Source: an optimization exercise on an open RTL-to-GDS flow (aim: small area). Production flows keep margins and buffers that such runs may drop. In this exercise RTL edits were held to simulation tests only and were not proved equivalent to the original. Power is estimated from default activity; no workload was simulated.

## flow/constraint.sdc

```tcl
create_clock -name core_clock -period 6.0 [get_ports {clock2}]
set_input_delay 1.2000 -clock core_clock [delete_from_list [all_inputs] [get_ports {clock2}]]
set_output_delay 1.2000 -clock core_clock [all_outputs]
set_load 0.01 [all_outputs]
```

## flow/design.v

```verilog
package id_stage_pkg;
  typedef struct packed {
    logic [6-1:0]   opcode;
    logic [5-1:0] rs1;
    logic [5-1:0] rs2;
    logic [10-1:0]    spare;   
    logic [6-1:0]     func;
  } r_fields_t;
  typedef struct packed {
    logic [6-1:0]   opcode;
    logic [5-1:0] rs1;
    logic [5-1:0] rd_rs2;
    logic [16-1:0]      imm16;
  } i_fields_t;
  typedef struct packed {
    logic [6-1:0] opcode;
    logic [26-1:0] offset;
  } j_fields_t;
  typedef union packed {
    r_fields_t r;
    i_fields_t i;
    j_fields_t j;
  } instr_word_t;
endpackage
module rf_aoi222 (
  input  logic a, b, c, d, e, f,
  output logic y
);
  assign y = ~((a & b) | (c & d) | (e & f));
endmodule
module rf_ao22 (
  input  logic a, b, c, d,
  output logic y
);
  assign y = (a & b) | (c & d);
endmodule
module register_file (
  input  logic [32-1:1][32-1:0] regs,
  input  logic [32-1:1]               valid,
  input  logic [5-1:0]              rs1_addr,
  input  logic [5-1:0]              rs2_addr,
  output logic [32-1:0]                    rs1_data,
  output logic [32-1:0]                    rs2_data
);
  localparam int GROUPS = (32 - 1) / 3;  
  logic [32-1:1] sel1;  
  logic [32-1:1] sel2;
  logic [GROUPS-1:0]        grp1 [32];  
  logic [GROUPS-1:0]        grp2 [32];
  always_comb
  begin
    for (int i = 1; i < 32; i++)
    begin
      sel1[i] = valid[i] && (rs1_addr == i);
      sel2[i] = valid[i] && (rs2_addr == i);
    end
  end
  for (genvar b = 0; b < 32; b++)
  begin : g_bit
    for (genvar g = 0; g < GROUPS; g++)
    begin : g_grp
      rf_aoi222 u1 (
        .a (sel1[3*g+1]), .b (regs[3*g+1][b]),
        .c (sel1[3*g+2]), .d (regs[3*g+2][b]),
        .e (sel1[3*g+3]), .f (regs[3*g+3][b]),
        .y (grp1[b][g])
      );
      rf_aoi222 u2 (
        .a (sel2[3*g+1]), .b (regs[3*g+1][b]),
        .c (sel2[3*g+2]), .d (regs[3*g+2][b]),
        .e (sel2[3*g+3]), .f (regs[3*g+3][b]),
        .y (grp2[b][g])
      );
    end
    assign rs1_data[b] = ~(&grp1[b]) | (sel1[32-1] & regs[32-1][b]);
    assign rs2_data[b] = ~(&grp2[b]) | (sel2[32-1] & regs[32-1][b]);
  end
endmodule
module instr_classifier (
  input  id_stage_pkg::instr_word_t  instr,
  output logic                      load_a,         
  output logic                      load_b,         
  output logic                      load_imm,       
  output logic                      a_signmag,      
  output logic                      b_signmag,      
  output logic                      flip_b_sign,    
  output logic [2-1:0] imm_mode,       
  output logic                      flip_imm_sign   
);
  logic [6-1:0] opcode;
  logic [6-1:0]   func;
  logic                    signed_imm_op;  
  logic                    logic_imm_op;   
  logic                    add_fn;         
  logic                    raw_fn;         
  assign opcode = instr.i.opcode;
  assign func   = instr.r.func;
  assign signed_imm_op = (opcode == 6'b000010) || (opcode == 6'b010000) ||
                         (opcode == 6'b010010) || (opcode == 6'b001010) ||
                         ((opcode >= 6'b011010) && (opcode <= 6'b011111));  
  assign logic_imm_op = (opcode == 6'b010100) || (opcode == 6'b010101) ||
                        (opcode == 6'b010110) || (opcode == 6'b100000) ||
                        (opcode == 6'b100001);  
  assign add_fn = (func == 6'b000001) || (func == 6'b000011);
  assign raw_fn = (func == 6'b000101) || (func == 6'b000110) || (func == 6'b000111) ||
                  ((func >= 6'b001011) && (func <= 6'b010000));  
  always_comb
  begin
    load_a        = 1'b0;  
    load_b        = 1'b0;
    load_imm      = 1'b0;
    a_signmag     = 1'b0;
    b_signmag     = 1'b0;
    flip_b_sign   = 1'b0;
    imm_mode      = 2'd0;
    flip_imm_sign = 1'b0;
    if (signed_imm_op)
    begin
      load_a        = 1'b1;
      load_imm      = 1'b1;
      a_signmag     = 1'b1;
      imm_mode      = 2'd1;
      flip_imm_sign = (opcode == 6'b010010);  
      load_b        = (opcode == 6'b001010);    
    end
    else if (logic_imm_op)
    begin
      load_a        = 1'b1;
      load_imm      = 1'b1;  
    end
    else if (opcode == 6'b100100)
    begin
      load_imm      = 1'b1;  
      imm_mode      = 2'd2;
    end
    else if (opcode == 6'b110000)
    begin
      if (add_fn)
      begin
        load_a        = 1'b1;
        load_b        = 1'b1;
        a_signmag     = 1'b1;
        b_signmag     = 1'b1;
        flip_b_sign   = (func == 6'b000011);  
      end
      else if (raw_fn)
      begin
        load_a        = 1'b1;
        load_b        = 1'b1;
      end
    end
  end
endmodule
module operand_stage (
  input  id_stage_pkg::instr_word_t instr,
  input  logic [32-1:0]       rs1_data,
  input  logic [32-1:0]       rs2_data,
  input  logic                      load_a,         
  input  logic                      load_b,         
  input  logic                      load_imm,       
  input  logic                      a_signmag,      
  input  logic                      b_signmag,      
  input  logic                      flip_b_sign,    
  input  logic [2-1:0] imm_mode,       
  input  logic                      flip_imm_sign,  
  input  logic [32-1:0]       a_q,            
  input  logic [32-1:0]       b_q,
  input  logic [32-1:0]       imm_q,
  output logic [32-1:0]       a_d,            
  output logic [32-1:0]       b_d,
  output logic [32-1:0]       imm_d
);
  localparam int IMM_PAD = 32 - 16;     
  localparam int OFS_PAD = 32 - 26;  
  function automatic logic [32-1:0] below(input logic [32-1:0] x);
    logic [32-1:0] loc;   
    logic [32/4-1:0] blk;  
    for (int j = 0; j < 32; j++)
      loc[j] = (j % 4 == 0) ? x[j] : (loc[j-1] | x[j]);
    for (int k = 0; k < 32/4; k++)
      blk[k] = (k == 0) ? loc[3] : (blk[k-1] | loc[4*k+3]);
    below[0] = 1'b0;
    for (int j = 1; j < 32; j++)
      below[j] = (j < 4) ? loc[j-1] : ((j-1) % 4 == 3) ? blk[(j-1)/4] :
                 (blk[(j-1)/4-1] | loc[j-1]);
  endfunction
  function automatic logic [32-1:0] to_form(input logic [32-1:0] x,
                                                   input logic conv);
    logic [32-1:0] b;
    logic neg;
    b = below(x);
    neg = conv & x[32-1];
    to_form[32-1] = x[32-1];
    for (int j = 0; j < 32-1; j++)
      to_form[j] = x[j] ^ (neg & b[j]);
  endfunction
  logic [32-1:0]  a_form;
  logic [32-1:0]  b_conv;    
  logic [32-1:0]  b_form;
  logic [16-1:0] imm16;
  logic [16-1:0] imm_below;
  logic [32-1:0]  imm_signed;
  logic [32-1:0]  imm_ext;   
  logic [32-1:0]  imm_form;
  assign a_form = to_form(rs1_data, a_signmag);
  assign b_conv = to_form(rs2_data, b_signmag);
  assign b_form = {b_conv[32-1] ^ flip_b_sign, b_conv[32-2:0]};
  assign imm16 = instr.i.imm16;
  always_comb
  begin
    imm_below[0] = 1'b0;
    for (int j = 1; j < 16; j++)
      imm_below[j] = imm_below[j-1] | imm16[j-1];
  end
  assign imm_signed = {imm16[16-1], {IMM_PAD{1'b0}},
                       imm16[16-2:0] ^ ({(16-1){imm16[16-1]}} &
                                               imm_below[16-2:0])};
  always_comb
  begin
    case (imm_mode)
      2'd1: imm_ext = imm_signed;
      2'd0:  imm_ext = {{IMM_PAD{1'b0}}, imm16};
      2'd2:  imm_ext = {{OFS_PAD{1'b0}}, instr.j.offset};
      default:      imm_ext = '0;  
    endcase
  end
  assign imm_form = {imm_ext[32-1] ^ flip_imm_sign, imm_ext[32-2:0]};
  assign a_d   = load_a   ? a_form   : a_q;
  assign b_d   = load_b   ? b_form   : b_q;
  assign imm_d = load_imm ? imm_form : imm_q;
endmodule
module id_stage (
  input  logic                      clock2,
  input  logic                      reset2,        
  input  logic [32-1:0]       npc_in2,
  input  logic [32-1:0]       inst_in2,
  input  logic                      reg_write_en,  
  input  logic [5-1:0] reg_add_in,
  input  logic [32-1:0]       reg_data_in,
  output logic [32-1:0]       irout2,
  output logic [32-1:0]       aout2,
  output logic [32-1:0]       bout2,
  output logic [32-1:0]       imout2,
  output logic [32-1:0]       npcout2
);
  id_stage_pkg::instr_word_t instr;     
  logic [32-1:0]       rs1_data;
  logic [32-1:0]       rs2_data;
  assign instr = id_stage_pkg::instr_word_t'(inst_in2);
  logic [32-1:1][32-1:0] regs;
  logic [32-1:1][32-1:0] regs_d;
  logic [32-1:1]               valid;
  logic [32-1:1]               we;    
  logic [32-1:1]               hold;  
  always_comb
  begin
    for (int i = 1; i < 32; i++)
    begin
      we[i]   = reg_write_en && (reg_add_in == i);  
      hold[i] = !we[i];
    end
  end
  for (genvar i = 1; i < 32; i++)
  begin : g_reg
    for (genvar b = 0; b < 32; b++)
    begin : g_bit
      rf_ao22 u_next (
        .a (we[i]),   .b (reg_data_in[b]),
        .c (hold[i]), .d (regs[i][b]),
        .y (regs_d[i][b])
      );
    end
  end
  always_ff @(posedge clock2)
    regs <= regs_d;  
  always_ff @(posedge clock2 or negedge reset2)
  begin
    if (!reset2)
      valid <= '0;
    else
      valid <= valid | we;
  end
  register_file register_file_i (
    .regs     (regs),
    .valid    (valid),
    .rs1_addr (instr.r.rs1),
    .rs2_addr (instr.r.rs2),    
    .rs1_data (rs1_data),
    .rs2_data (rs2_data)
  );
  logic                      load_a;         
  logic                      load_b;
  logic                      load_imm;
  logic                      a_signmag;
  logic                      b_signmag;
  logic                      flip_b_sign;
  logic [2-1:0] imm_mode;
  logic                      flip_imm_sign;
  instr_classifier instr_classifier_i (
    .instr         (instr),
    .load_a        (load_a),
    .load_b        (load_b),
    .load_imm      (load_imm),
    .a_signmag     (a_signmag),
    .b_signmag     (b_signmag),
    .flip_b_sign   (flip_b_sign),
    .imm_mode      (imm_mode),
    .flip_imm_sign (flip_imm_sign)
  );
  logic [32-1:0] a_d;
  logic [32-1:0] b_d;
  logic [32-1:0] imm_d;
  operand_stage operand_stage_i (
    .instr         (instr),
    .rs1_data      (rs1_data),
    .rs2_data      (rs2_data),
    .load_a        (load_a),
    .load_b        (load_b),
    .load_imm      (load_imm),
    .a_signmag     (a_signmag),
    .b_signmag     (b_signmag),
    .flip_b_sign   (flip_b_sign),
    .imm_mode      (imm_mode),
    .flip_imm_sign (flip_imm_sign),
    .a_q           (aout2),
    .b_q           (bout2),
    .imm_q         (imout2),
    .a_d           (a_d),
    .b_d           (b_d),
    .imm_d         (imm_d)
  );
  assign imout2[30:26] = '0;
  always_ff @(posedge clock2 or negedge reset2)
  begin
    if (!reset2)
    begin
      irout2         <= '0;
      npcout2        <= '0;
      aout2          <= '0;
      bout2          <= '0;
      imout2[31]     <= 1'b0;
      imout2[25:0]   <= '0;
    end
    else
    begin
      irout2         <= instr;   
      npcout2        <= npc_in2;
      aout2          <= a_d;
      bout2          <= b_d;
      imout2[31]     <= imm_d[31];
      imout2[25:0]   <= imm_d[25:0];
    end
  end
endmodule
```

## flow/config.mk

```make
export PLATFORM = sky130hd
export DESIGN_NAME = id_stage
export DESIGN_NICKNAME = id_stage
export VERILOG_FILES = /design/flow/design.v
export SDC_FILE = /design/flow/constraint.sdc
export NUM_CORES = 4
export LEC_CHECK = 0
export CAP_MARGIN = 20
export CORE_MARGIN = 2
export CORE_UTILIZATION = 40
export SLEW_MARGIN = 20
export SYNTH_HIERARCHICAL = 1
```

## flow/run.sh

```bash
#!/bin/bash
# synth_recipe.tcl (not shown) runs the flow's synth.tcl, then flattens the netlist and writes it again
# the make line also repeats each setting of config.mk as NAME=value (left out here)
make -C /OpenROAD-flow-scripts/flow DESIGN_CONFIG=/design/flow/config.mk WORK_HOME=/design/flow/orfs CLKGATE_MAP_FILE= SYNTH_SCRIPT=/design/flow/synth_recipe.tcl finish
```

==> metrics.md, run 1 <==
| Metric | Value |
|---|---|
| Starting density of the core | `40.2%` |
| Setup bufs post-CTS | `0` |
| Net switching power of the design | `6.24 mW` |
| DRT iter0 DRCs | `9823` |
| Largest stage delay, worst path | `680 ps` |
| TritonCTS sink count | `1178` |
| CORE AREA | `around 110000 um^2` |
| Die Y-Extent | `342 um` |
| Num CTS Buffers | `between 100 and 150` |
| Antenna-violating nets left | `0` |
| Vias/cell | `7.38` |
| First-pass GRT wire length | `299 mm` |
| Fillers | `10100` |
| Std cell rows | `about 120` |
| WL/cell | `35.1 um` |
| DIE AREA | `117000 um^2` |
| CTS tree | `done` |
| Achievable Freq | `182 MHz` |
| Clock share of power | `between 30 and 40%` |
| IO Pins | `264` |
| GRT Overall Usage | `34.5%` |
| Clock tree root buffer cell | `clkbuf_16` |
| RSZ-0062 raised after global routing | `false` |
| Via count | `44300` |
| Power Total | `22.1 mW` |
| Largest net degree at the start of global routing | `94` |
| Storage element area | `between 20000 and 25000 um^2` |
| Worst-path cell chain | `clkdlybuf4s50_1 -> and3b_2 -> and3_1 -> buf_12 -> a222oi_1 -> nand4_1 -> a2111o_1 -> or4_1 -> or2_2 -> or4_1 -> o21ai_0 -> nand3_1` |
| Initial antenna violation count | `10` |
| Sw Share | `28.2%` |
| HPWL after DPL | `133 mm` |
| Bufs on Longest Clock Path | `3` |
| Final setup fails | `0` |
| WP buf/inv | `2` |
| PortBufs | `258` |
| Post-Synthesis Cell Area | `about 46000 um^2` |
| Syn-to-layout area delta | `24.3%` |
| Flop pwr share | `47.8%` |
| Inst Count DP | `5762` |
| CP max FO | `15` |
| Worst skew pair latency | `760 ps` |
| CP startpoint kind | `primary input` |
| Hold_buf cts | `0` |
| Final core utilization | `50.0%` |
| DRC | `0` |
| Internal | `15.9 mW` |
| Yosys warnings | `12` |
| Fin cells | `6005` |
| Hold WC Path Type | `primary input to asynchronous set/reset pin` |
| Vias in the first global route | `40600` |
| VDD IR max | `0.234 mV` |
| DRT Wirelength | `between 200 and 250 mm` |
| Most used cell, CP | `or4_1` |
| Worst-margin pin slew | `1230 ps` |
| Gate Count Post-Synth | `3812` |
| Post-Route Skew | `34.6 ps` |
| Area of the multi-input gates | `21100 um^2` |
| Slew headroom | `18.1%` |
| Crit. End Element | `register` |
| PwrDens | `~390 nW/um^2` |
| Fin crit share | `about nine tenths` |
| Comb pwr share | `around 15%` |
| Worst EP arrival | `6120 ps` |
| Status | `timing/DRC/antenna clean` |
| Number of H-tree levels | `4` |
| Syn Area/Cell | `~12 um^2` |
| Leak | `23.6 nW` |
| CP top delay family | `simple AND/OR/NAND/NOR gates` |
| Final Wtd Congestion | `0.955` |
| Final hold vios | `0` |
| Crit path time final | `5510 ps` |
| CTS resizes | `0` |
| Crit path max-delay cell type | `clkdlybuf4s50_1` |
| Crit Path Category | `primary input to register` |
| Clock-pin slew on the worst setup and hold paths | `around 60 ps` |
| Layout cells sized above 1 | `11.6%` |
| Worst path required time | `6620 ps` |
| First-pass DRT Iterations | `17` |
| Remaining global-route overflow | `0` |
| Fin. max-slew vios | `0` |
| Die width | `around 340 um` |
| Nets | `4494` |
| Max Cap Viol | `0` |
## area by class of cell
class,count,share of cell area [%]
clock buffer,201,7.05
antenna,2,0.00879
inverter,28,0.185
sequential,1178,43.1
multi-input combinational,2541,37.0
tap,1512,3.32
timing repair buffer,509,8.68
clock inverter,34,0.695
## power by group through the flow
stage | Combinational (mW) | Sequential (mW) | Clock (mW)
2_1_floorplan | 1.79 | 10.4 | 0
3_3_place_gp | 3.14 | 10.7 | 0
3_5_place_dp | 3.21 | 10.7 | 0
4_1_cts | 3.22 | 10.5 | 8.31
5_1_grt | 3.50 | 10.7 | 8.64
6_report | 3.29 | 10.6 | 8.26
## final timing paths
kind | slack [ps] | cells past startpoint | to | start
setup / recovery | 490 | 12 | aout2[28] | inst_in2[23]
hold / removal | 470 | 1 | npcout2[10] | reset2
setup reg to reg | 1600 | 9 | aout2[28] | valid[1]
hold reg to reg | 470 | 1 | valid[5] | valid[5]
max in group asynchronous | 4240 | 2 | bout2[11] | reset2
min in group core_clock | 470 | 1 | valid[5] | valid[5]
## sequential cells by signal (all words and copies together), names as in the netlist
signal   cells
bout2       32
npcout2     32
valid       31
regs       992
imout2      27
aout2       32
irout2      32
## cell usage in the layout, fill, tap and decap left out, drive strengths merged, types with 12 or more instances in the layout
cell           instances
clkbuf               201
xor2                  53
dfxtp                992
nor2                 111
inv                   37
a22o                 992
and3                  61
or3                   13
a21oi                 54
o22ai                 16
o21ai                 42
buf                  254
clkdlybuf4s50        255
nor3                  19
o31ai                 19
dfrtp                186
clkinv                16
nand2b                12
a222oi               640
nand2                135
nor4                  13
nor2b                 14
a21o                  31
nand4                138
a2111o                64
## worst reg2reg max path: cells and delay by family (launching register included)
| kind | cells | cell delay [ps] |
|---|---|---|
| simple gates | 6 | 2690 |
| flops | 1 | 390 |
| compound gates | 3 | 1200 |
## layer usage
layer,GRT usage [%],vias up,share of wire [%]
met5,0,-,0.015
met4,18.9,4,6.2
met3,10.4,575,14
met2,49.4,3703,41
met1,46.3,21800,38
li1,-,18200,-
## stage by stage
stage / TNS [ps] / hold slack [ps] / area [um^2] / worst slack (ps)
global placement: -0.322 / 454 / 52200 / -0.322
CTS: 0 / 467 / 56800 / 740
finish: 0 / 466 / 56900 / 494
detailed placement: -59.0 / 454 / 52400 / -47.9
floorplan: 0 / 433 / 45800 / 1120
global route: 0 / 487 / 56900 / 352
==> run 2: changes to the inputs <==
--- a/flow/design.v
+++ b/flow/design.v
@@ -227,5 +227,14 @@
   assign imm_form = {imm_ext[32-1] ^ flip_imm_sign, imm_ext[32-2:0]};
-  assign a_d   = load_a   ? a_form   : a_q;
-  assign b_d   = load_b   ? b_form   : b_q;
-  assign imm_d = load_imm ? imm_form : imm_q;
+  logic [32-1:0] a_sel;  
+  logic [32-1:0] b_sel;
+  logic [32-1:0] imm_sel;
+  assign a_sel   = {32{load_a}};
+  assign b_sel   = {32{load_b}};
+  assign imm_sel = {32{load_imm}};
+  for (genvar j = 0; j < 32; j++)
+  begin : g_next
+    rf_ao22 u_a   (.a (a_sel[j]),   .b (a_form[j]),   .c (~a_sel[j]),   .d (a_q[j]),   .y (a_d[j]));
+    rf_ao22 u_b   (.a (b_sel[j]),   .b (b_form[j]),   .c (~b_sel[j]),   .d (b_q[j]),   .y (b_d[j]));
+    rf_ao22 u_imm (.a (imm_sel[j]), .b (imm_form[j]), .c (~imm_sel[j]), .d (imm_q[j]), .y (imm_d[j]));
+  end
 endmodule
==> flow/flow/run.sh (new file) <==
#!/bin/bash
# The standard layout, with two changes:
# - clock tree: small clkbuf_4 sink clusters and no dummy loads
# - port buffers: the smallest buffer cell
set -euo pipefail
export CTS_ARGS="-sink_clustering_enable -repair_clock_nets -dont_use_dummy_load -buf_list sky130_fd_sc_hd__clkbuf_4 -sink_clustering_size 8 -sink_clustering_max_diameter 40"
export BUFFER_PORTS_ARGS="-buffer_cell sky130_fd_sc_hd__buf_1"
bash standard.sh > standard.log 2>&1
==> flow/standard.sh (new file) <==
#!/bin/bash
# synth_recipe.tcl (not shown) runs the flow's synth.tcl, then flattens the netlist and writes it again
# the make line also repeats each setting of config.mk as NAME=value (left out here)
make -C /OpenROAD-flow-scripts/flow DESIGN_CONFIG=/design/flow/config.mk WORK_HOME=/design/flow/orfs CLKGATE_MAP_FILE= SYNTH_SCRIPT=/design/flow/synth_recipe.tcl "${@:-finish}"
--- a/flow/config.mk
+++ b/flow/config.mk
@@ -9,3 +9,3 @@
 export CORE_MARGIN = 2
-export CORE_UTILIZATION = 40
+export CORE_UTILIZATION = 55
 export SLEW_MARGIN = 20
removed: flow/run.sh
==> run 2 against run 1 <==
Effect of this change: die area down 27%; clock skew up 78 ps; final cell count down 11%; register-to-register slack worse by 310 ps; sequential cell count unchanged; non-clock buffer count down 50; first-iteration DRC count up 16%; hold slack worse by 390 ps; core utilization up 12 points; critical path depth up 1; critical path type unchanged; highest routed layer unchanged.
==> metrics.md, run 2 <==
| Metric | Value |
|---|---|
| HPWL after DPL | `134 mm (was 133 mm)` |
| Largest net degree at the start of global routing | `123 (was 94)` |
| Antenna-violating nets left | `0 (unchanged)` |
| Number of H-tree levels | `4 (unchanged)` |
| IO Pins | `264 (unchanged)` |
| Comb pwr share | `16.3% (was 14.9%)` |
| Initial antenna violation count | `10 (unchanged)` |
| M3 GR Usage | `19.4% (was 10.4%)` |
| Starting density of the core | `55.5% (was 40.2%)` |
| Clock-pin slew on the worst setup and hold paths | `90 ps (was 60 ps)` |
| Slew headroom | `16.2% (was 18.1%)` |
| Final hold vios | `0 (unchanged)` |
| Fin. max-slew vios | `0 (unchanged)` |
| Largest stage delay, worst path | `550 ps (was 680 ps)` |
| Commonest non-fill, non-tap cell in the layout | `a22o_1` |
| Via count | `45800 (was 44300)` |
| Internal | `12.0 mW (was 15.9 mW)` |
| CP startpoint kind | `primary input (unchanged)` |
| Clock share of power | `23.0% (was 37.3%)` |
| Layout cells sized above 1 | `10.2% (was 11.6%)` |
| Final Wtd Congestion | `1.02 (was 0.955)` |
| Final core utilization | `62.1% (was 50.0%)` |
| Setup bufs post-CTS | `0 (unchanged)` |
| WP buf/inv | `2 (unchanged)` |
| Crit path time final | `4960 ps (was 5510 ps)` |
| Die width | `292 um (was 342 um)` |
| Hold WC Path Type | `primary input to asynchronous set/reset pin (unchanged)` |
| Setup TNS | `0 ps (unchanged)` |
| First-pass GRT wire length | `301 mm (was 299 mm)` |
| RSZ-0062 raised after global routing | `false (unchanged)` |
| Yosys warnings | `12 (unchanged)` |
| Remaining global-route overflow | `0 (unchanged)` |
| Post-Place Setup Slack | `185 ps (was -47.9 ps)` |
| Flip-flop count of the largest register after layout | `992 (unchanged)` |
| VDD IR max | `0.238 mV (was 0.234 mV)` |
| PwrDens | `342 nW/um^2 (was 389 nW/um^2)` |
| Commonest cells after routing, fill and taps aside | `a22o_1 (1083), dfxtp_1 (992), a222oi_1 (640), buf_1 (256), dfrtp_1 (186) (was a22o_1 (992), dfxtp_1 (992), a222oi_1 (640), clkdlybuf4s50_1 (255), buf_4 (217))` |
| Syn-to-layout area delta | `11.9% (was 24.3%)` |
| Hold_buf cts | `0 (unchanged)` |
| Worst path depth | `13 (was 12)` |
| Std cell rows | `105 (was 124)` |
| CTS resizes | `0 (unchanged)` |
| GRT busiest layer | `met2 (unchanged)` |
| Met2 usage | `67.9% (was 49.4%)` |
| Max Cap Viol | `0 (unchanged)` |
| Vias in the first global route | `43700 (was 40600)` |
| DRC | `0 (unchanged)` |
| Crit. End Element | `register (unchanged)` |
| Status | `timing/DRC/antenna clean (unchanged)` |
| Syn Area/Cell | `12.3 um^2 (was 12.0 um^2)` |
| Final setup fails | `0 (unchanged)` |
| M1 GR Usage | `59.2% (was 46.3%)` |
| Worst EP arrival | `5980 ps (was 6120 ps)` |
| First-pass DRT Iterations | `14 (was 17)` |
| WL/cell | `39.3 um (was 35.1 um)` |
| Crit Path Category | `primary input to register (unchanged)` |
| Crit path max-delay cell type | `a222oi_1 (was clkdlybuf4s50_1)` |
| Post-Route Skew | `112 ps (was 34.6 ps)` |
| CORE AREA | `82100 um^2 (was 114000 um^2)` |
| CP top delay family | `simple AND/OR/NAND/NOR gates (unchanged)` |
| Net switching power of the design | `5.46 mW (was 6.24 mW)` |
| Worst path required time | `7020 ps (was 6620 ps)` |
| TritonCTS sink count | `1178 (unchanged)` |
| Worst-margin pin slew | `1250 ps (was 1230 ps)` |
| Worst skew pair latency | `1200 ps (was 760 ps)` |
| Flop pwr share | `60.7% (was 47.8%)` |
| DRT iter0 DRCs | `11300 (was 9823)` |
| R2R depth | `11 (was 9)` |
| Clock tree root buffer cell | `clkbuf_4 (was clkbuf_16)` |
| PortBufs | `258 (unchanged)` |
| Achievable Freq | `202 MHz (was 182 MHz)` |
| Post-Synthesis Cell Area | `45600 um^2 (was 45800 um^2)` |
| GRT Overall Usage | `47.6% (was 34.5%)` |
| CP max FO | `17 (was 15)` |
| DRT Wirelength | `211 mm (about the same)` |
| Vias/cell | `8.52 (was 7.38)` |
| Bufs on Longest Clock Path | `3 (unchanged)` |
| Register with the most flip-flops | `regs (unchanged)` |
| Worst setup margin | `1040 ps (was 494 ps)` |
| Gate Count Post-Synth | `3695 (was 3812)` |
| Num CTS Buffers | `176 (was 132)` |
| Fin crit share | `82.7% (was 91.8%)` |
| Nets | `4397 (was 4494)` |
| DIE AREA | `85200 um^2 (was 117000 um^2)` |
| CTS tree | `done (unchanged)` |
| Sw Share | `31.3% (was 28.2%)` |
| Leak | `21.5 nW (was 23.6 nW)` |
| Die Y-Extent | `292 um (was 342 um)` |
| Worst-path cell chain | `buf_1 -> nor3b_1 -> and3_1 -> buf_4 -> a222oi_1 -> nand4_1 -> a2111o_1 -> or4_4 -> nor3_4 -> and4_1 -> a31oi_1 -> xor2_1 -> a22o_1 (was clkdlybuf4s50_1 -> and3b_2 -> and3_1 -> buf_12 -> a222oi_1 -> nand4_1 -> a2111o_1 -> or4_1 -> or2_2 -> or4_1 -> o21ai_0 -> nand3_1)` |
run 2: final cells by class:
type | instances | area (um^2)
fill | 6512 | 31100
sequential | 1178 | 24500
multi-input combinational | 2465 | 21000
timing repair buffer | 459 | 2740
tap | 1070 | 1340
clock buffer | 176 | 1320
inverter | 13 | 48.8
antenna | 12 | 30.0
run 2: per-layer routing:
metal	part of all wire, %	vias up	wire length (um)
met4	8.1	12	17100
met2	41	4592	85700
met5	0.047	-	100
li1	-	17900	-
met3	17	1108	35100
met1	35	22200	73400
run 2: per-stage QoR:
step	hold slack (ps)	cells	instance area, um^2	power (mW)
2_1_floorplan	433	3699	45600	12.0
3_3_place_gp	464	5171	49300	13.2
3_5_place_dp	453	5178	49400	13.4
4_1_cts	99.9	5354	50800	17.2
5_1_grt	127	5368	51000	18.0
6_report	71.4	5373	51000	17.4
run 2: worst paths after layout:
check	from	to	slack, ps
min in group core_clock	npc_in2[7]	npcout2[7]	130
min	reset2	npcout2[9]	70
max	inst_in2[17]	bout2[28]	1040
max reg2reg	valid[25]	aout2[29]	1290
min reg2reg	valid[5]	valid[5]	470
max in group asynchronous	reset2	bout2[26]	4950
run 2: power by group through the flow:
stage / Combinational, mW / Sequential (mW) / Clock [mW]
CTS: 2.73 / 10.5 / 4.01
global placement: 2.62 / 10.6 / 0
global route: 2.97 / 10.7 / 4.33
detailed placement: 2.73 / 10.6 / 0
floorplan: 1.70 / 10.3 / 0
finish: 2.84 / 10.6 / 4.01
==> run 3: changes to the inputs <==
--- a/flow/config.mk
+++ b/flow/config.mk
@@ -7,6 +7,6 @@
 export LEC_CHECK = 0
-export CAP_MARGIN = 20
+export CAP_MARGIN = 10
 export CORE_MARGIN = 2
 export CORE_UTILIZATION = 55
-export SLEW_MARGIN = 20
+export SLEW_MARGIN = 10
 export SYNTH_HIERARCHICAL = 1
==> run 3 against run 2 <==
Effect of this change: clock skew is 17 ps lower; synthesized area stayed put; hold slack better by 67 ps; core utilization is 0.38 points lower; highest routed layer unchanged.
==> metrics.md, run 3 <==
| Metric | Value |
|---|---|
| Status | `timing/DRC/antenna clean (unchanged)` |
| Power Total | `17.5 mW (was 17.4 mW)` |
| CTS tree | `done (unchanged)` |
| Syn Area/Cell | `12.3 um^2 (unchanged)` |
| Antenna-violating nets left | `0 (unchanged)` |
| Number of H-tree levels | `4 (unchanged)` |
| Worst-margin pin slew | `1420 ps (was 1250 ps)` |
| Largest stage delay, worst path | `570 ps (was 550 ps)` |
| Slew headroom | `5.22% (was 16.2%)` |
| Remaining global-route overflow | `0 (unchanged)` |
| Worst setup margin | `903 ps (was 1040 ps)` |
| Reg2reg end | `bout2[28] (was aout2[29])` |
| Leak | `21.4 nW (was 21.5 nW)` |
| First-pass DRT Iterations | `22 (was 14)` |
| Hold WC Path Type | `primary input to asynchronous set/reset pin (unchanged)` |
| Bufs on Longest Clock Path | `3 (unchanged)` |
| Clock tree root buffer cell | `clkbuf_4 (unchanged)` |
| Gate Count Post-Synth | `3695 (unchanged)` |
| Layout cells sized above 1 | `9.91% (was 10.2%)` |
| DIE AREA | `85200 um^2 (unchanged)` |
| Final setup fails | `0 (unchanged)` |
| PortBufs | `258 (unchanged)` |
| Final Wtd Congestion | `1.02 (unchanged)` |
| Setup bufs post-CTS | `0 (unchanged)` |
| WL/cell | `39.3 um (about the same)` |
| Std cell rows | `105 (unchanged)` |
| Clock-pin slew on the worst setup and hold paths | `90 ps (about the same)` |
| DRC | `0 (unchanged)` |
| R2R Setup Slk | `1220 ps (was 1290 ps)` |
| R2R depth | `10 (was 11)` |
| Yosys warnings | `12 (unchanged)` |
| CP top delay family | `simple AND/OR/NAND/NOR gates (unchanged)` |
| Post-Place Setup Slack | `171 ps (was 185 ps)` |
| Commonest cells after routing, fill and taps aside | `a22o_1 (1083), dfxtp_1 (992), a222oi_1 (640), buf_1 (256), dfrtp_1 (186) (unchanged)` |
| CP startpoint kind | `primary input (unchanged)` |
| Post-Synthesis Cell Area | `45600 um^2 (unchanged)` |
| First-pass GRT wire length | `300 mm (was 301 mm)` |
| DRT iter0 DRCs | `11500 (was 11300)` |
| Vias in the first global route | `43600 (was 43700)` |
| Hold_buf cts | `0 (unchanged)` |
| Crit Path Category | `primary input to register (unchanged)` |
| RSZ-0062 raised after global routing | `false (unchanged)` |
| DRT Wirelength | `211 mm (about the same)` |
| VDD IR max | `0.204 mV (was 0.238 mV)` |
| Via count | `45700 (was 45800)` |
| Fin. max-slew vios | `0 (unchanged)` |
| Register with the most flip-flops | `regs (unchanged)` |
| Final hold vios | `0 (unchanged)` |
| Crit. End Element | `register (unchanged)` |
| Fin crit share | `85.0% (was 82.7%)` |
| Worst-path cell chain | `buf_1 -> nor3b_1 -> and3_1 -> buf_4 -> a222oi_1 -> nand4_1 -> a2111o_1 -> or4_4 -> nor3_4 -> and4_1 -> a31oi_1 -> xor2_1 -> a22o_1 (unchanged)` |
| Achievable Freq | `196 MHz (was 202 MHz)` |
| Vias/cell | `8.52 (about the same)` |
| Nets | `4386 (was 4397)` |
| GRT Overall Usage | `47.3% (was 47.6%)` |
| Die Y-Extent | `292 um (unchanged)` |
| Worst path required time | `6990 ps (was 7020 ps)` |
| CORE AREA | `82100 um^2 (unchanged)` |
| Crit path time final | `5100 ps (was 4960 ps)` |
| PwrDens | `345 nW/um^2 (was 342 nW/um^2)` |
| Worst r2r src | `valid[16] (was valid[25])` |
| Initial antenna violation count | `12 (was 10)` |
| Final core utilization | `61.7% (was 62.1%)` |
| TritonCTS sink count | `1178 (unchanged)` |
| Setup TNS | `0 ps (unchanged)` |
| Starting density of the core | `55.5% (unchanged)` |
| Die width | `292 um (unchanged)` |
| Crit path max-delay cell type | `nor3_4 (was a222oi_1)` |
| Commonest non-fill, non-tap cell in the layout | `a22o_1 (unchanged)` |
| CP max FO | `17 (unchanged)` |
| Largest net degree at the start of global routing | `123 (unchanged)` |
| IO Pins | `264 (unchanged)` |
| Worst EP arrival | `6090 ps (was 5980 ps)` |
| WP buf/inv | `2 (unchanged)` |
| CTS resizes | `0 (unchanged)` |
| Post-Route Skew | `95.3 ps (was 112 ps)` |
| Max Cap Viol | `0 (unchanged)` |
| Syn-to-layout area delta | `11.2% (was 11.9%)` |
| Flip-flop count of the largest register after layout | `992 (unchanged)` |
| HPWL after DPL | `133 mm (was 134 mm)` |
| Worst skew pair latency | `1150 ps (was 1200 ps)` |
| Num CTS Buffers | `178 (was 176)` |
[run 3: worst max-delay path by stage]
stage	start	to	slack, ps	cells past startpoint
2_1_floorplan	inst_in2[28]	bout2[0]	140	5
3_3_place_gp	inst_in2[23]	aout2[29]	260	14
3_5_place_dp	inst_in2[17]	bout2[28]	170	13
4_1_cts	inst_in2[17]	bout2[28]	1350	13
5_1_grt	inst_in2[17]	bout2[28]	990	13
6_report	inst_in2[17]	bout2[28]	900	13
[run 3: cell type report]
class,instances,area [um^2]
Tap cell,1070,1340
Antenna cell,10,25.0
Clock buffer,178,1340
Multi-Input combinational cell,2465,21000
Inverter,13,48.8
Sequential cell,1178,24500
Timing Repair Buffer,446,2430
Fill cell,6634,31400
[run 3: layer usage]
layer | vias to the layer above | track usage, % | share of wire, %
met5 | - | 0 | 0.043
met4 | 12 | 33.2 | 8.2
met3 | 1110 | 18.2 | 17
met2 | 4624 | 66.9 | 40
met1 | 22100 | 59.2 | 35
li1 | 17800 | - | -
[run 3: power breakdown]
part,internal (mW),switching (mW)
registers,9.31,1.27
logic,1.33,1.52
clock network,1.35,2.69
[run 3: stage by stage]
stage	hold slack, ps	std cells	cell area [um^2]
6_report	138	5360	50700
5_1_grt	87.1	5359	50700
4_1_cts	106	5349	50600
3_5_place_dp	454	5171	49300
3_3_place_gp	464	5171	49300
2_1_floorplan	433	3699	45600
==> run 4: changes to the inputs <==
--- a/flow/config.mk
+++ b/flow/config.mk
@@ -7,6 +7,6 @@
 export LEC_CHECK = 0
-export CAP_MARGIN = 10
+export CAP_MARGIN = 0
 export CORE_MARGIN = 2
 export CORE_UTILIZATION = 55
-export SLEW_MARGIN = 10
+export SLEW_MARGIN = 0
 export SYNTH_HIERARCHICAL = 1
==> run 4 against run 3 <==
Effect of this change: still clean; setup slack gained 10 ps; count of clock-buffer cells in the layout is the same; sequential cell count is the same; first-iteration DRC count grew 1.7%; core utilization is essentially flat; final cell count is essentially flat.
==> metrics.md, run 4 <==
| Metric | Value |
|---|---|
| Flip-flop count of the largest register after layout | `992 (unchanged)` |
| Inst Count DP | `5171 (unchanged)` |
| Std cell rows | `105 (unchanged)` |
| DRC | `0 (unchanged)` |
| HPWL after DPL | `133 mm (unchanged)` |
| Setup TNS | `0 ps (unchanged)` |
| CP max FO | `18 (was 17)` |
| Flop pwr share | `60.6% (about the same)` |
| Final hold vios | `0 (unchanged)` |
| First-pass DRT Iterations | `14 (was 22)` |
| Syn-to-layout area delta | `11.1% (was 11.2%)` |
| Status | `timing/DRC/antenna clean (unchanged)` |
| Die width | `292 um (unchanged)` |
| Hold_buf cts | `0 (unchanged)` |
| Num CTS Buffers | `178 (unchanged)` |
| Placed instance area | `49300 um^2 (unchanged)` |
| Syn Area/Cell | `12.3 um^2 (unchanged)` |
| Final Wtd Congestion | `1.02 (unchanged)` |
| WL/cell | `39.3 um (about the same)` |
| First-pass GRT wire length | `300 mm (unchanged)` |
| Gate Count Post-Synth | `3695 (unchanged)` |
| Layout Cell Area excl Fill | `50600 um^2 (was 50700 um^2)` |
| Hold WC Path Type | `primary input to asynchronous set/reset pin (unchanged)` |
| DRT Wirelength | `211 mm (about the same)` |
| Worst EP arrival | `6120 ps (was 6090 ps)` |
| Starting density of the core | `55.5% (unchanged)` |
| Crit Path Category | `primary input to register (unchanged)` |
| Fin. max-slew vios | `0 (unchanged)` |
| VDD IR max | `0.204 mV (about the same)` |
| Clock share of power | `23.1% (about the same)` |
| Commonest non-fill, non-tap cell in the layout | `a22o_1 (unchanged)` |
| PortBufs | `258 (unchanged)` |
| DRT iter0 DRCs | `11700 (was 11500)` |
| Area of the multi-input gates | `21000 um^2 (unchanged)` |
| CTS resizes | `0 (unchanged)` |
| Leak | `21.4 nW (about the same)` |
| Remaining global-route overflow | `0 (unchanged)` |
| Commonest cells after routing, fill and taps aside | `a22o_1 (1083), dfxtp_1 (992), a222oi_1 (640), buf_1 (256), dfrtp_1 (186) (unchanged)` |
| CORE AREA | `82100 um^2 (unchanged)` |
| Comb pwr share | `16.3% (about the same)` |
| Worst path required time | `7030 ps (was 6990 ps)` |
| Via count | `45700 (about the same)` |
| Slew headroom | `5.48% (was 5.22%)` |
| Yosys warnings | `12 (unchanged)` |
| RSZ-0062 raised after global routing | `false (unchanged)` |
| Post-Synthesis Cell Area | `45600 um^2 (unchanged)` |
| Vias in the first global route | `43600 (unchanged)` |
| Storage element area | `24500 um^2 (unchanged)` |
| CTS tree | `done (unchanged)` |
| Fin crit share | `84.8% (was 85.0%)` |
| Clock-pin slew on the worst setup and hold paths | `90 ps (about the same)` |
| Fin cells | `5358 (was 5360)` |
| Worst-margin pin slew | `1410 ps (was 1420 ps)` |
| Bufs on Longest Clock Path | `3 (unchanged)` |
| Antenna-violating nets left | `0 (unchanged)` |
| Crit. End Element | `register (unchanged)` |
| IO Pins | `264 (unchanged)` |
| Register with the most flip-flops | `regs (unchanged)` |
| Setup bufs post-CTS | `0 (unchanged)` |
| Fillers | `6639 (was 6634)` |
| DIE AREA | `85200 um^2 (unchanged)` |
| Achievable Freq | `197 MHz (was 196 MHz)` |
| Crit path time final | `5090 ps (was 5100 ps)` |
| Sw Share | `31.4% (about the same)` |
| Post-Place Setup Slack | `171 ps (unchanged)` |
| Power Total | `17.5 mW (about the same)` |
| Die Y-Extent | `292 um (unchanged)` |
| Worst skew pair latency | `1150 ps (about the same)` |
| CP startpoint kind | `primary input (unchanged)` |
| Max Cap Viol | `0 (unchanged)` |
| Number of H-tree levels | `4 (unchanged)` |
| Vias/cell | `8.53 (was 8.52)` |
| GRT Overall Usage | `47.3% (unchanged)` |
| Layout cells sized above 1 | `9.89% (was 9.91%)` |
| Final setup fails | `0 (unchanged)` |
| Clock tree root buffer cell | `clkbuf_4 (unchanged)` |
| Largest net degree at the start of global routing | `123 (unchanged)` |
| Internal | `12.0 mW (about the same)` |
| Net switching power of the design | `5.48 mW (about the same)` |
| Nets | `4385 (was 4386)` |
| PwrDens | `345 nW/um^2 (about the same)` |
| Worst setup margin | `913 ps (was 903 ps)` |
| Post-Route Skew | `97.2 ps (was 95.3 ps)` |
| TritonCTS sink count | `1178 (unchanged)` |
| Initial antenna violation count | `12 (unchanged)` |
-- run 4: changes by cell type in the layout (fill, tap and decap cells not counted) --
cell,previous run,this run
diode_2,10,9
inv_1,12,13
clkinv_1,1,0
buf_16,1,0
-- run 4: metal layers --
metal | vias up | track usage, % | routed length, um | share of wire, %
li1 | 17800 | - | - | -
met1 | 22100 | 59.2 | 73700 | 35
met2 | 4626 | 66.9 | 85500 | 41
met3 | 1101 | 18.2 | 34400 | 16
met4 | 14 | 33.2 | 17000 | 8.1
met5 | - | 0 | 97 | 0.046
-- run 4: path summary, 6_finish.rpt --
path,start,endpoint,slack [ps],cells after the start
max,inst_in2[22],aout2[5],910,11
min,reset2,npcout2[8],160,2
max reg2reg,valid[10],aout2[30],1180,12
min reg2reg,valid[5],valid[5],470,1
max in group asynchronous,reset2,aout2[20],4900,2
min in group core_clock,npc_in2[7],npcout2[7],160,1
-- run 4: cell type report --
type,instances,area share [%]
diodes,9,0.0445
clock buffers,178,2.64
inverters,13,0.0964
multi-input cells,2465,41.4
flip-flops and latches,1178,48.4
well taps,1070,2.64
repair buffers,445,4.74
-- run 4: power by group through the flow --
stage	clock (mW)	combinational, mW	sequential (mW)
finish	4.04	2.85	10.6
global route	4.35	2.97	10.7
CTS	4.02	2.73	10.5
detailed placement	0	2.72	10.6
global placement	0	2.62	10.6
floorplan	0	1.70	10.3
-- run 4: critical path: stages --
cell	delay, ps
buf_1	240
nor2b_1	600
and3_1	1180
buf_4	340
a222oi_1	120
nand4_1	300
a2111o_1	280
nand2_1	480
a21oi_1	340
xor2_1	710
a22o_1	280
-- run 4: through the flow --
stage,util (%),hold WS (ps)
floorplan,-,433
global placement,60.0,464
detailed placement,60.0,454
CTS,61.6,106
global route,61.7,87.1
finish,61.7,155
==> run 5: changes to the inputs <==
==> flow/flow/run.sh (replaced) <==
#!/bin/bash
# The standard layout, with two changes:
# - clock tree: clkbuf_4 sink clusters of up to 10 and no dummy loads
# - port buffers: the smallest buffer cell
set -euo pipefail
export CTS_ARGS="-sink_clustering_enable -repair_clock_nets -dont_use_dummy_load -buf_list sky130_fd_sc_hd__clkbuf_4 -sink_clustering_size 10 -sink_clustering_max_diameter 40"
export BUFFER_PORTS_ARGS="-buffer_cell sky130_fd_sc_hd__buf_1"
bash standard.sh > standard.log 2>&1
==> run 5 against run 4 <==
Effect of this change: first-iteration DRC count is 0.68% higher; count of clock-buffer cells in the layout shrank 18; via count is 0.41% lower; combinational power about the same; final area shrank 0.29%; register-to-register slack is essentially flat; sequential share of layout area increased by 0.14 points; wire length barely moved; final cell count is 0.41% lower; highest routed layer unchanged.
==> metrics.md, run 5 <==
| Metric | Value |
|---|---|
| Achievable Freq | `191 MHz (was 197 MHz)` |
| Setup bufs post-CTS | `0 (unchanged)` |
| Antenna-violating nets left | `0 (unchanged)` |
| Inst Count DP | `5171 (unchanged)` |
| Largest net degree at the start of global routing | `123 (unchanged)` |
| TritonCTS sink count | `1178 (unchanged)` |
| Syn Area/Cell | `12.3 um^2 (unchanged)` |
| Num CTS Buffers | `160 (was 178)` |
| Nets | `4367 (was 4385)` |
| Max Cap Viol | `0 (unchanged)` |
| Number of H-tree levels | `4 (unchanged)` |
| Syn-to-layout area delta | `10.8% (was 11.1%)` |
| Fin cells | `5336 (was 5358)` |
| Storage element area | `24500 um^2 (unchanged)` |
| End of the critical path | `aout2[2] (was aout2[5])` |
| Area of the multi-input gates | `21000 um^2 (unchanged)` |
| Leak | `21.3 nW (was 21.4 nW)` |
| RSZ-0062 raised after global routing | `false (unchanged)` |
| Crit. End Element | `register (unchanged)` |
| Clock-pin slew on the worst setup and hold paths | `110 ps (was 90 ps)` |
| Via count | `45500 (was 45700)` |
| R2R depth | `10 (was 12)` |
| Crit path time final | `5240 ps (was 5090 ps)` |
| Crit Path Category | `primary input to register (unchanged)` |
| Final hold vios | `0 (unchanged)` |
| Worst r2r src | `valid[16] (was valid[10])` |
| Final Wtd Congestion | `1.02 (unchanged)` |
| PwrDens | `342 nW/um^2 (was 345 nW/um^2)` |
| First-pass DRT Iterations | `17 (was 14)` |
| GRT Overall Usage | `47.3% (about the same)` |
| CORE AREA | `82100 um^2 (unchanged)` |
| Vias/cell | `8.53 (about the same)` |
| DRC | `0 (unchanged)` |
| Remaining global-route overflow | `0 (unchanged)` |
| Fin. max-slew vios | `0 (unchanged)` |
| Bufs on Longest Clock Path | `3 (unchanged)` |
| CP max FO | `18 (unchanged)` |
| Reg2reg end | `bout2[25] (was aout2[30])` |
| Slew headroom | `7.26% (was 5.48%)` |
| WL/cell | `39.5 um (was 39.3 um)` |
| Worst EP arrival | `6270 ps (was 6120 ps)` |
| R2R Setup Slk | `1180 ps (about the same)` |
| Commonest cells after routing, fill and taps aside | `a22o_1 (1083), dfxtp_1 (992), a222oi_1 (640), buf_1 (256), dfrtp_1 (186) (unchanged)` |
| Hold WC Path Type | `primary input to asynchronous set/reset pin (unchanged)` |
| CTS tree | `done (unchanged)` |
| DRT Wirelength | `211 mm (about the same)` |
| DRT iter0 DRCs | `11800 (was 11700)` |
| Die Y-Extent | `292 um (unchanged)` |
| Fin crit share | `87.3% (was 84.8%)` |
| Vias in the first global route | `43200 (was 43600)` |
| Setup TNS | `0 ps (unchanged)` |
| Std cell rows | `105 (unchanged)` |
| Post-Route Skew | `97.1 ps (was 97.2 ps)` |
| Clock tree root buffer cell | `clkbuf_4 (unchanged)` |
| DIE AREA | `85200 um^2 (unchanged)` |
| CTS resizes | `0 (unchanged)` |
| VDD IR max | `0.219 mV (was 0.204 mV)` |
| Hold_buf cts | `0 (unchanged)` |
| Commonest non-fill, non-tap cell in the layout | `a22o_1 (unchanged)` |
| First-pass GRT wire length | `299 mm (was 300 mm)` |
| Worst path required time | `7030 ps (about the same)` |
| Critical path origin | `inst_in2[22] (unchanged)` |
| Worst skew pair latency | `1130 ps (was 1150 ps)` |
| Starting density of the core | `55.5% (unchanged)` |
| Flip-flop count of the largest register after layout | `992 (unchanged)` |
| Register with the most flip-flops | `regs (unchanged)` |
| Yosys warnings | `12 (unchanged)` |
| IO Pins | `264 (unchanged)` |
| CP startpoint kind | `primary input (unchanged)` |
| Fillers | `6671 (was 6639)` |
| Die width | `292 um (unchanged)` |
| Status | `timing/DRC/antenna clean (unchanged)` |
| Gate Count Post-Synth | `3695 (unchanged)` |
| Initial antenna violation count | `6 (was 12)` |
| Post-Synthesis Cell Area | `45600 um^2 (unchanged)` |
| Final setup fails | `0 (unchanged)` |
| Worst-margin pin slew | `1390 ps (was 1410 ps)` |
| Layout cells sized above 1 | `9.50% (was 9.89%)` |
| PortBufs | `258 (unchanged)` |
| HPWL after DPL | `133 mm (unchanged)` |
## run 5: metal layers
layer | wire length, um | track usage (%) | vias to the layer above
met5 | 125 | 0 | -
met4 | 16300 | 31.4 | 6
met3 | 34800 | 18.4 | 1049
met2 | 86200 | 66.9 | 4517
met1 | 73200 | 59.7 | 22100
li1 | - | - | 17800
## run 5: cell type report
type                    count  share of cell area [%]
diodes                      5                  0.0248
clock buffers             160                    2.38
inverters                  13                  0.0966
multi-input cells        2465                    41.5
flip-flops and latches   1178                    48.6
well taps                1070                    2.65
repair buffers            445                    4.76
## run 5: worst max-delay path: stages
cell	delay (ps)
buf_1	240
nor2b_1	590
and3_1	1200
buf_4	350
a222oi_1	130
nand4_1	290
a2111o_1	270
and2_1	440
o21ai_0	220
xnor2_1	1020
a22o_1	290
## run 5: how the worst min path moves through the flow
stage / slack [ps] / to
after floorplan: 430 / valid[28]
after global placement: 460 / valid[9]
after detailed placement: 450 / valid[5]
after CTS: 100 / npcout2[9]
after global routing: 150 / npcout2[7]
final: 150 / npcout2[18]
## run 5: metrics by stage
step / cell area, um^2 / hold slack [ps] / util, % / power [mW] / worst slack (ps)
after CTS: 50500 / 95.7 / 61.5 / 17.1 / 1380
final: 50500 / 146 / 61.5 / 17.3 / 763
after global placement: 49300 / 464 / 60.0 / 13.2 / 255
after global routing: 50500 / 150 / 61.5 / 17.8 / 968
after detailed placement: 49300 / 454 / 60.0 / 13.4 / 171
after floorplan: 45600 / 433 / - / 12.0 / 144
## run 5: power breakdown
| part | internal [mW] | switching [mW] | leakage, nW | total [mW] |
|---|---|---|---|---|
| Combinational | 1.33 | 1.52 | 9.96 | 2.85 |
| Sequential | 9.31 | 1.27 | 10.6 | 10.6 |
| Clock | 1.22 | 2.62 | 0.736 | 3.85 |

-- re-timing with driven ports --
No port has a modelled driver above. Below, the same layouts with a new extraction and two added sets of constraints. Step 1: set_driving_cell puts a clkbuf_16 on clock2 and a buf_2 on each other input, an assumption about the parent block. Step 2 times the ports against the registers' clock, not the clock port: input delays grow and output delays shrink by t, the midpoint of the rising clock arrivals with the driver on. Slacks: no drivers / after step 1 / after step 2; pairs: no drivers / after step 1.
run	shift t [ns]	slack for setup (ns)	latest minus earliest clock arrival (ns)	worst register clock-pin slew, ns	cell pins on the clock port's net
run 1	0.818	0.494 / 0.547 / -0.271	0.035 / 0.034	0.07 / 0.07	1
run 2	1.219	1.040 / 1.087 / -0.131	0.123 / 0.123	0.10 / 0.10	1
run 3	1.173	0.903 / 0.952 / -0.222	0.096 / 0.095	0.10 / 0.10	1
run 4	1.175	0.913 / 0.962 / -0.213	0.097 / 0.097	0.10 / 0.10	1
run 5	1.169	0.763 / 0.811 / -0.358	0.122 / 0.121	0.11 / 0.11	1
With both steps, setup timing fails in every run listed, where it was met with ideal ports. The setup slack of run 2, which loses most, moves by +0.047 ns with the drivers and by -1.171 ns with both steps.
